Background: an optimization exercise with open tools, aiming at small area, a short achievable clock period and few clock cycles per item. Do not read the settings as production practice. The RTL was checked by simulation tests, not by an equivalence proof against the original design.

--- run.sh ---
#!/bin/bash
# synth_recipe.tcl (not shown) runs the flow's synth.tcl, then flattens the netlist and writes it again
# the make line also repeats each setting of config.mk as NAME=value (left out here)
make -C /OpenROAD-flow-scripts/flow DESIGN_CONFIG=/design/flow/config.mk WORK_HOME=/design/flow/orfs CLKGATE_MAP_FILE= SYNTH_SCRIPT=/design/flow/synth_recipe.tcl finish
--- config.mk ---
export PLATFORM = sky130hd
export DESIGN_NAME = epoch_seconds_to_calendar_unit
export DESIGN_NICKNAME = epoch_seconds_to_calendar_unit
export VERILOG_FILES = /design/flow/design.v
export SDC_FILE = /design/flow/constraint.sdc
export NUM_CORES = 4
export LEC_CHECK = 0
export CAP_MARGIN = 20
export CORE_MARGIN = 2
export CORE_UTILIZATION = 40
export SLEW_MARGIN = 20
--- constraint.sdc ---
create_clock -name core_clock -period 10.0 [get_ports {clk}]
set_input_delay 2.0000 -clock core_clock [delete_from_list [all_inputs] [get_ports {clk}]]
set_output_delay 2.0000 -clock core_clock [all_outputs]
set_load 0.01 [all_outputs]
--- design.v ---
`timescale 1ns / 1ps
package esc_pkg;
  localparam int EPOCH_W = 32;
  localparam int TZ_W    = 5;
endpackage
`timescale 1ns / 1ps
module esc_ctrl #(
  parameter int STAGES = 6
) (
  input  logic              clk,
  input  logic              rst_n,
  input  logic              in_valid,
  output logic              in_ready,
  output logic              out_valid,
  input  logic              out_ready,
  output logic              adv,         
  output logic              take_skid,   
  output logic              park         
);
  logic              skid_full_r;
  logic [STAGES-1:0] v_r;
  logic              accept;
  assign in_ready  = !skid_full_r;
  assign out_valid = v_r[STAGES-1];
  assign accept    = in_valid && !skid_full_r;
  assign adv       = !(v_r[STAGES-1] && !out_ready);
  assign take_skid = skid_full_r;
  assign park      = accept && !adv;
  always_ff @(posedge clk) begin
    if (!rst_n) begin
      skid_full_r <= 1'b0;
      v_r         <= '0;
    end else begin
      skid_full_r <= !adv && (skid_full_r || accept);
      if (adv) v_r <= {v_r[STAGES-2:0], skid_full_r || accept};
    end
  end
endmodule
`timescale 1ns / 1ps
module esc_div15 (
  input  logic [27:0] a,
  output logic [27:0] q,
  output logic [3:0]  r
);
  function automatic logic [3:0] add15(input logic [3:0] x, input logic [3:0] y);
    logic [4:0] t;
    t = {1'b0, x} + {1'b0, y};
    add15 = t[3:0] + {3'b000, t[4]};
  endfunction
  function automatic logic [3:0] norm15(input logic [3:0] x);
    norm15 = (x == 4'd15) ? 4'd0 : x;
  endfunction
  logic [3:0] e [0:6];    
  logic [3:0] p [0:6];    
  always_comb begin
    for (int k = 0; k < 7; k++) e[k] = a[27 - 4*k -: 4];
    for (int k = 0; k < 7; k++) p[k] = e[k];
    for (int l = 0; l < 3; l++) begin
      for (int k = 6; k >= 0; k--) begin
        if (((k >> l) & 1) == 1) p[k] = add15(p[((k >> l) << l) - 1], p[k]);
      end
    end
    for (int k = 0; k < 7; k++) begin
      logic [3:0] rr;
      logic [4:0] t;
      rr = (k == 0) ? 4'd0 : norm15(p[k == 0 ? 0 : k - 1]);
      t  = {1'b0, rr} + {1'b0, e[k]};
      q[27 - 4*k -: 4] = rr + {3'b000, (t >= 5'd15)};
    end
    r = norm15(p[6]);
  end
endmodule
module esc_div3 (
  input  logic [17:0] a,
  output logic [17:0] q,
  output logic [1:0]  r
);
  function automatic logic [1:0] add3(input logic [1:0] x, input logic [1:0] y);
    logic [2:0] t;
    t = {1'b0, x} + {1'b0, y};
    add3 = t[1:0] + {1'b0, t[2]};
  endfunction
  function automatic logic [1:0] norm3(input logic [1:0] x);
    norm3 = (x == 2'd3) ? 2'd0 : x;
  endfunction
  logic [1:0] e [0:8];
  logic [1:0] p [0:8];
  always_comb begin
    for (int k = 0; k < 9; k++) e[k] = a[17 - 2*k -: 2];
    for (int k = 0; k < 9; k++) p[k] = e[k];
    for (int l = 0; l < 4; l++) begin
      for (int k = 8; k >= 0; k--) begin
        if (((k >> l) & 1) == 1) p[k] = add3(p[((k >> l) << l) - 1], p[k]);
      end
    end
    for (int k = 0; k < 9; k++) begin
      logic [1:0] rr;
      logic [2:0] t;
      rr = (k == 0) ? 2'd0 : norm3(p[k == 0 ? 0 : k - 1]);
      t  = {1'b0, rr} + {1'b0, e[k]};
      q[17 - 2*k -: 2] = rr + {1'b0, (t >= 3'd3)};
    end
    r = norm3(p[8]);
  end
endmodule
module esc_datapath (
  input  logic                            clk,
  input  logic                            rst_n,
  input  logic                            cfg_wr_en,
  input  logic signed [esc_pkg::TZ_W-1:0] cfg_wr_data,
  input  logic [esc_pkg::EPOCH_W-1:0]     in_epoch_seconds,
  input  logic                            adv,
  input  logic                            take_skid,
  input  logic                            park,
  output logic                            out_valid_res,
  output logic [5:0]                      out_second,
  output logic [5:0]                      out_minute,
  output logic [4:0]                      out_hour,
  output logic [4:0]                      out_day_of_month,
  output logic [3:0]                      out_month,
  output logic [11:0]                     out_year,
  output logic [2:0]                      out_weekday,
  output logic [8:0]                      out_day_of_year
);
  localparam logic signed [esc_pkg::TZ_W-1:0] TZ_RESET = 5'sd3;
  localparam logic [15:0] DAY_2100_MAR = 16'd47541;
  function automatic logic [8:0] mstart(input logic [3:0] m);
    case (m)
      4'd0:    mstart = 9'd0;
      4'd1:    mstart = 9'd31;
      4'd2:    mstart = 9'd61;
      4'd3:    mstart = 9'd92;
      4'd4:    mstart = 9'd122;
      4'd5:    mstart = 9'd153;
      4'd6:    mstart = 9'd184;
      4'd7:    mstart = 9'd214;
      4'd8:    mstart = 9'd245;
      4'd9:    mstart = 9'd275;
      4'd10:   mstart = 9'd306;
      default: mstart = 9'd337;
    endcase
  endfunction
  logic signed [esc_pkg::TZ_W-1:0] tz_r;
  always_ff @(posedge clk) begin
    if (!rst_n) begin
      tz_r <= TZ_RESET;
    end else if (cfg_wr_en) begin
      tz_r <= cfg_wr_data;
    end
  end
  logic [31:0] sk_s;
  logic [4:0]  sk_tz;
  logic [31:0] s0_s;
  logic [4:0]  s0_tz;
  always_ff @(posedge clk) begin
    if (park) begin
      sk_s  <= in_epoch_seconds;
      sk_tz <= tz_r;
    end
    if (adv) begin
      s0_s  <= take_skid ? sk_s  : in_epoch_seconds;
      s0_tz <= take_skid ? sk_tz : tz_r;
    end
  end
  logic [27:0] q1_w;
  logic [3:0]  r1_w;
  esc_div15 u_div_a (.a(s0_s[31:4]), .q(q1_w), .r(r1_w));
  logic [24:0] s1_q;
  logic [3:0]  s1_r1;
  logic [3:0]  s1_lo;
  logic [4:0]  s1_tz;
  always_ff @(posedge clk) begin
    if (adv) begin
      s1_q  <= q1_w[24:0];
      s1_r1 <= r1_w;
      s1_lo <= s0_s[3:0];
      s1_tz <= s0_tz;
    end
  end
  logic [27:0] q2_w;
  logic [3:0]  r2_w;
  logic [5:0]  x_w;
  logic [1:0]  mlo_w;
  logic [3:0]  xr_w;
  esc_div15 u_div_b (.a({3'b000, s1_q}), .q(q2_w), .r(r2_w));
  assign x_w   = {s1_r1, s1_lo[3:2]};
  assign mlo_w = 2'(x_w / 6'd15);
  assign xr_w  = 4'(x_w % 6'd15);
  logic [20:0] s2_h;
  logic [5:0]  s2_min;
  logic [5:0]  s2_sec;
  logic [4:0]  s2_tz;
  always_ff @(posedge clk) begin
    if (adv) begin
      s2_h   <= q2_w[20:0];
      s2_min <= {r2_w, mlo_w};
      s2_sec <= {xr_w, s1_lo[1:0]};
      s2_tz  <= s1_tz;
    end
  end
  logic [21:0] h_w;
  logic [17:0] d_w;
  logic [1:0]  r3_w;
  assign h_w = {1'b0, s2_h} + {{17{s2_tz[4]}}, s2_tz};
  esc_div3 u_div_c (.a(h_w[20:3]), .q(d_w), .r(r3_w));
  logic [15:0] s3_d;
  logic [4:0]  s3_hour;
  logic        s3_neg;
  logic [5:0]  s3_min;
  logic [5:0]  s3_sec;
  always_ff @(posedge clk) begin
    if (adv) begin
      s3_d    <= d_w[15:0];
      s3_hour <= {r3_w, h_w[2:0]};
      s3_neg  <= h_w[21];
      s3_min  <= s2_min;
      s3_sec  <= s2_sec;
    end
  end
  logic        c_w;
  logic [32:0] p_w;
  logic [5:0]  ws_w;
  logic [3:0]  ws2_w;
  logic [2:0]  wd_w;
  assign c_w   = (s3_d >= DAY_2100_MAR);
  assign p_w   = 33'(s3_d) * 33'd91867 + (c_w ? 33'd61816832 : 33'd61718528);
  assign ws_w  = 6'(s3_d[2:0]) + 6'(s3_d[5:3]) + 6'(s3_d[8:6]) + 6'(s3_d[11:9])
               + 6'(s3_d[14:12]) + 6'(s3_d[15]) + 6'd4;
  assign ws2_w = 4'(ws_w[2:0]) + 4'(ws_w[5:3]);
  assign wd_w  = (ws2_w >= 4'd7) ? 3'(ws2_w - 4'd7) : ws2_w[2:0];
  logic [7:0]  s4_y;
  logic [8:0]  s4_dlo;
  logic        s4_c;
  logic [2:0]  s4_wd;
  logic [4:0]  s4_hour;
  logic        s4_neg;
  logic [5:0]  s4_min;
  logic [5:0]  s4_sec;
  always_ff @(posedge clk) begin
    if (adv) begin
      s4_y    <= p_w[32:25];
      s4_dlo  <= s3_d[8:0];
      s4_c    <= c_w;
      s4_wd   <= wd_w;
      s4_hour <= s3_hour;
      s4_neg  <= s3_neg;
      s4_min  <= s3_min;
      s4_sec  <= s3_sec;
    end
  end
  logic [8:0]  dm_w;
  logic [3:0]  mp_w;
  logic        j_w;
  logic        leap_w;
  logic [4:0]  mday_w;
  logic [3:0]  mon_w;
  logic [11:0] year_w;
  logic [8:0]  doy_w;
  assign dm_w = s4_dlo + 9'd159 + 9'(s4_c) + 9'({s4_y, 7'd0}) + 9'({s4_y, 4'd0})
              + 9'({s4_y, 1'b0}) + 9'(s4_y) - 9'(s4_y[7:2]);
  always_comb begin
    mp_w = 4'd0;
    for (int m = 1; m < 12; m++) begin
      if (dm_w >= mstart(4'(m))) mp_w = 4'(m);
    end
  end
  assign j_w    = (mp_w >= 4'd10);
  assign leap_w = (s4_y[1:0] == 2'b00) && (s4_y[7:2] != 6'd33);
  assign mday_w = 5'(dm_w - mstart(mp_w)) + 5'd1;
  assign mon_w  = j_w ? mp_w - 4'd10 : mp_w + 4'd2;
  assign year_w = 12'd1968 + 12'(s4_y) + 12'(j_w);
  assign doy_w  = j_w ? dm_w - 9'd306 : dm_w + 9'd59 + 9'(leap_w);
  always_ff @(posedge clk) begin
    if (adv) begin
      if (s4_neg) begin
        out_valid_res    <= 1'b0;
        out_second       <= '0;
        out_minute       <= '0;
        out_hour         <= '0;
        out_day_of_month <= '0;
        out_month        <= '0;
        out_year         <= '0;
        out_weekday      <= '0;
        out_day_of_year  <= '0;
      end else begin
        out_valid_res    <= 1'b1;
        out_second       <= s4_sec;
        out_minute       <= s4_min;
        out_hour         <= s4_hour;
        out_day_of_month <= mday_w;
        out_month        <= mon_w;
        out_year         <= year_w;
        out_weekday      <= s4_wd;
        out_day_of_year  <= doy_w;
      end
    end
  end
endmodule
`timescale 1ns / 1ps
module epoch_seconds_to_calendar_unit (
  input  logic                            clk,
  input  logic                            rst_n,
  input  logic                            cfg_wr_en,
  input  logic signed [esc_pkg::TZ_W-1:0] cfg_wr_data,
  input  logic                            in_valid,
  output logic                            in_ready,
  input  logic [esc_pkg::EPOCH_W-1:0]     in_epoch_seconds,
  output logic                            out_valid,
  input  logic                            out_ready,
  output logic                            out_valid_res,
  output logic [5:0]                      out_second,
  output logic [5:0]                      out_minute,
  output logic [4:0]                      out_hour,
  output logic [4:0]                      out_day_of_month,
  output logic [3:0]                      out_month,
  output logic [11:0]                     out_year,
  output logic [2:0]                      out_weekday,
  output logic [8:0]                      out_day_of_year
);
  logic adv;
  logic take_skid;
  logic park;
  esc_ctrl #(.STAGES(6)) u_ctrl (
    .clk       (clk),
    .rst_n     (rst_n),
    .in_valid  (in_valid),
    .in_ready  (in_ready),
    .out_valid (out_valid),
    .out_ready (out_ready),
    .adv       (adv),
    .take_skid (take_skid),
    .park      (park)
  );
  esc_datapath u_datapath (
    .clk              (clk),
    .rst_n            (rst_n),
    .cfg_wr_en        (cfg_wr_en),
    .cfg_wr_data      (cfg_wr_data),
    .in_epoch_seconds (in_epoch_seconds),
    .adv              (adv),
    .take_skid        (take_skid),
    .park             (park),
    .out_valid_res    (out_valid_res),
    .out_second       (out_second),
    .out_minute       (out_minute),
    .out_hour         (out_hour),
    .out_day_of_month (out_day_of_month),
    .out_month        (out_month),
    .out_year         (out_year),
    .out_weekday      (out_weekday),
    .out_day_of_year  (out_day_of_year)
  );
endmodule
==> summary.txt <==
[placed cells by master, fill, tap and decap left out, drive strengths merged, types with 15 or more instances in the layout]
cell type      count
fa               186
mux2              44
inv              321
a21oi             78
mux2i             15
nand2             86
xor2             104
xnor2             85
clkbuf            40
edfxtp           274
nand3             39
a21boi            19
a21o              81
nor2b             68
ha               438
o21ai             77
and2              38
a31oi             15
clkdlybuf4s50     94
nor2              65
[final cells by class]
class	instances	area, µm²	area share, %
clock buffers	40	937.1	3.309
inverters	321	1212	4.280
well taps	846	1059	3.737
clock inverters	19	176.4	0.6228
flip-flops and latches	286	8469	29.90
multi-input cells	1560	15500	54.72
repair buffers	98	970.9	3.428
[metrics by stage]
stage                     hold slack [ns]
final                              0.4118
after global routing               0.4077
after global placement             0.4009
after CTS                          0.4067
after floorplan                    0.4003
after detailed placement           0.4045
[logic make-up after synthesis]
| logic type | count (synthesis) | share of synthesized area (%) |
|---|---|---|
| fa+ha+maj | 624 | 36.42 |
| simple gates | 365 | 7.520 |
| buf+inv | 342 | 5.169 |
| compound gates | 323 | 8.223 |
| flops | 286 | 33.51 |
| xor+xnor | 189 | 6.609 |
| mux | 59 | 2.555 |
[routing by layer]
metal	GRT usage (%)	share of wire [%]	vias up
met5	0	0	-
met4	5.588	3.4	0
met3	2.272	3.2	98
met2	28.32	51	238
met1	18.96	43	7650
li1	-	-	7776
[flip-flops by register name, indices dropped and copies added, names as in the netlist, 6 cells and up]
name and flops:
u_datapath.s4_sec 6, u_datapath.s1_q 25, u_datapath.s2_min 6, u_datapath.out_minute 6, u_datapath.out_day_of_year 9, u_datapath.out_second 6
u_datapath.s0_s 32, u_datapath.s3_min 6, u_datapath.sk_s 32, u_datapath.s4_y 8, u_datapath.s3_sec 6, u_datapath.s2_h 21
u_datapath.out_year 12, u_datapath.s4_min 6, u_datapath.s4_dlo 9, u_datapath.s3_d 16, u_ctrl.v_r 6, u_datapath.s2_sec 6
[worst max path at each step]
stage,endpoint,cells after the start,slack [ns],from
6_report,u_datapath.s3_d[1]$_DFFE_PN_,26,2.21,u_datapath.s2_tz[4]$_DFFE_PN_
5_1_grt,u_datapath.s3_d[1]$_DFFE_PN_,26,1.49,u_datapath.s2_tz[4]$_DFFE_PN_
4_1_cts,u_datapath.s3_d[1]$_DFFE_PN_,26,2.13,u_datapath.s2_tz[4]$_DFFE_PN_
3_5_place_dp,u_datapath.s3_d[1]$_DFFE_PN_,26,2.14,u_datapath.s2_tz[4]$_DFFE_PN_
3_3_place_gp,u_datapath.s3_d[1]$_DFFE_PN_,26,2.30,u_datapath.s2_tz[4]$_DFFE_PN_
2_1_floorplan,u_datapath.out_day_of_month[0]$_SDFFCE_PP0N_,3,2.56,out_ready
==> qor.txt <==
H-tree depth = 2
Synth Instances = 2,188
share of post-route cells with drive strength above 1 = 4.991%
most frequent cells after synthesis = 438 x ha_1, 321 x inv_1, 274 x edfxtp_1
CP delay by family, top = adder cells
hold buffer count at CTS = 0
total CTS buffers = 34
I/O pins = 95
# Post-CTS Setup Buffers = 0
Via density = 4.972
syn avg cell area = 11.55 µm²
FF-to-FF Start = u_datapath.s2_tz[4]$_DFFE_PN_
largest net degree at the start of global routing = 97
Root Buffer Master = clkbuf_16
Core Rows = 92
cell depth of the worst hold path = 0
CP max stage delay = 0.69 ns
clk_skew = 0.02407 ns
endpoint class of the critical path = flip-flop
slew margin rel. = 34.88%
Placed Area = 27,210 µm²
gpl congestion = 0.8780
initial DRC count = 530
Data required, critical path = 10.29 ns
unrepaired setup endpoints after global routing = no
CP max stage cell = edfxtp_1
core footprint = 62,740 µm²
setup TNS = 0 ns
HPWL Detailed = 40.53 mm
worst-path fanout max = 18
area grow syn2layout = 12.07%
worst r2r dst = u_datapath.s3_d[1]$_DFFE_PN_
grt total ovfl = 0
final-report hold violation count = 0
final instance area = 28,320 µm²
Hold Path Sink = u_datapath.s3_min[3]$_DFFE_PN_
drt pass-1 iters = 4
DRT antenna net count = 0
Hold WC Path Type = flip-flop to flip-flop
Final Util = 45.15%
async set-or-reset flop fraction in the synthesized netlist = 0%
post-CTS sizing = 0
DR WL/cell = 15.68 µm
antenna diode count = 0
initial antenna violation count = 0
min-delay src = u_datapath.s2_min[3]$_SDFFCE_PN0N_
clock sink total = 286
worst slack, placed = 2.145 ns
Max Cap Viol = 0
Longest Clk Path Bufs = 3
Final Non-Filler Cells = 3,170
pins over their slew limit = 0
first-pass GRT wire length = 83.92 mm
period utilization = 77.90%
CP Data Arrival Time = 8.08 ns
Die Y = 255.4 µm
top-count cell post-synth = ha_1
placed insts = 3,111
DRC = 0
die width = 255.4 µm
Final nets = 2,967
Port Buffers = 94
Worst-path clk slew = 0.06 ns
synthesized flop and latch total = 286
Cell Area, Synth = 25,270 µm²
syn nets = 2,854
YS warnings = 8
dominant synthesized flop cell = edfxtp_1
Area contributors post-synth = edfxtp_1 33%, ha_1 22%, fa_1 15%, inv_1 4.8%, xor2_1 3.6%
GRT Resource Usage Total = 15.69%
FMAX = 128.4 MHz
die area = 65,210 µm²
outcome = no timing/DRC/antenna violations
CTS tree = yes
Startpoint Class = flip-flop
Yosys cell types = 66
register area share after synthesis = 33.51%
vias in the first global route = 16,910
fin crit period = 7.790 ns
routed vias = 15,760
cell repeated most along the worst path = ha_1
number of flops mapped to enable cells by yosys = 274
initial core utilization = 40.29%
Worst Slack Setup Final = 2.210 ns
R2R depth = 26
Filler cells = 5,779
Worst Path Buf+Inv = 2
Setup Viol. Count Final = 0
reg2reg setup slack = 2.21 ns
kind of critical path = flip-flop to flip-flop
post-synth top area share = 32.56%
Routed WL = 49.72 mm
Worst-Skew Late Latency = 0.55 ns
worst-margin pin slew = 0.9768 ns
largest area contributor in the netlist = edfxtp_1
Testbench counts, summed over its fixed seeds: cycles 2,632, items 2,560.

[what the ideal ports hide]
How much do the figures lean on ideal ports? The routed layout below was timed once more, with nothing changed but the port constraints.
Step 1, drivers: a clkbuf_16 drives clk and a buf_2 each remaining input, both assumed.
Step 2 adds t to the input delays and takes it off the output delays; t is the mean of the earliest and latest rising clock arrival at the registers after step 1. Input paths then give back, and output paths get back, about the clock's delay inside the block.
a / b / c = ideal / step 1 / step 2; a / b = the first two.
t, ns: 0.587
slack for setup (ns): 2.210 / 2.210 / 2.210
worst slew at a driven data input, ns: 0.04
After both steps setup and hold are still met in this run. For this run, drivers alone change the setup slack by 0.000 ns; drivers and shift together by 0.000 ns.
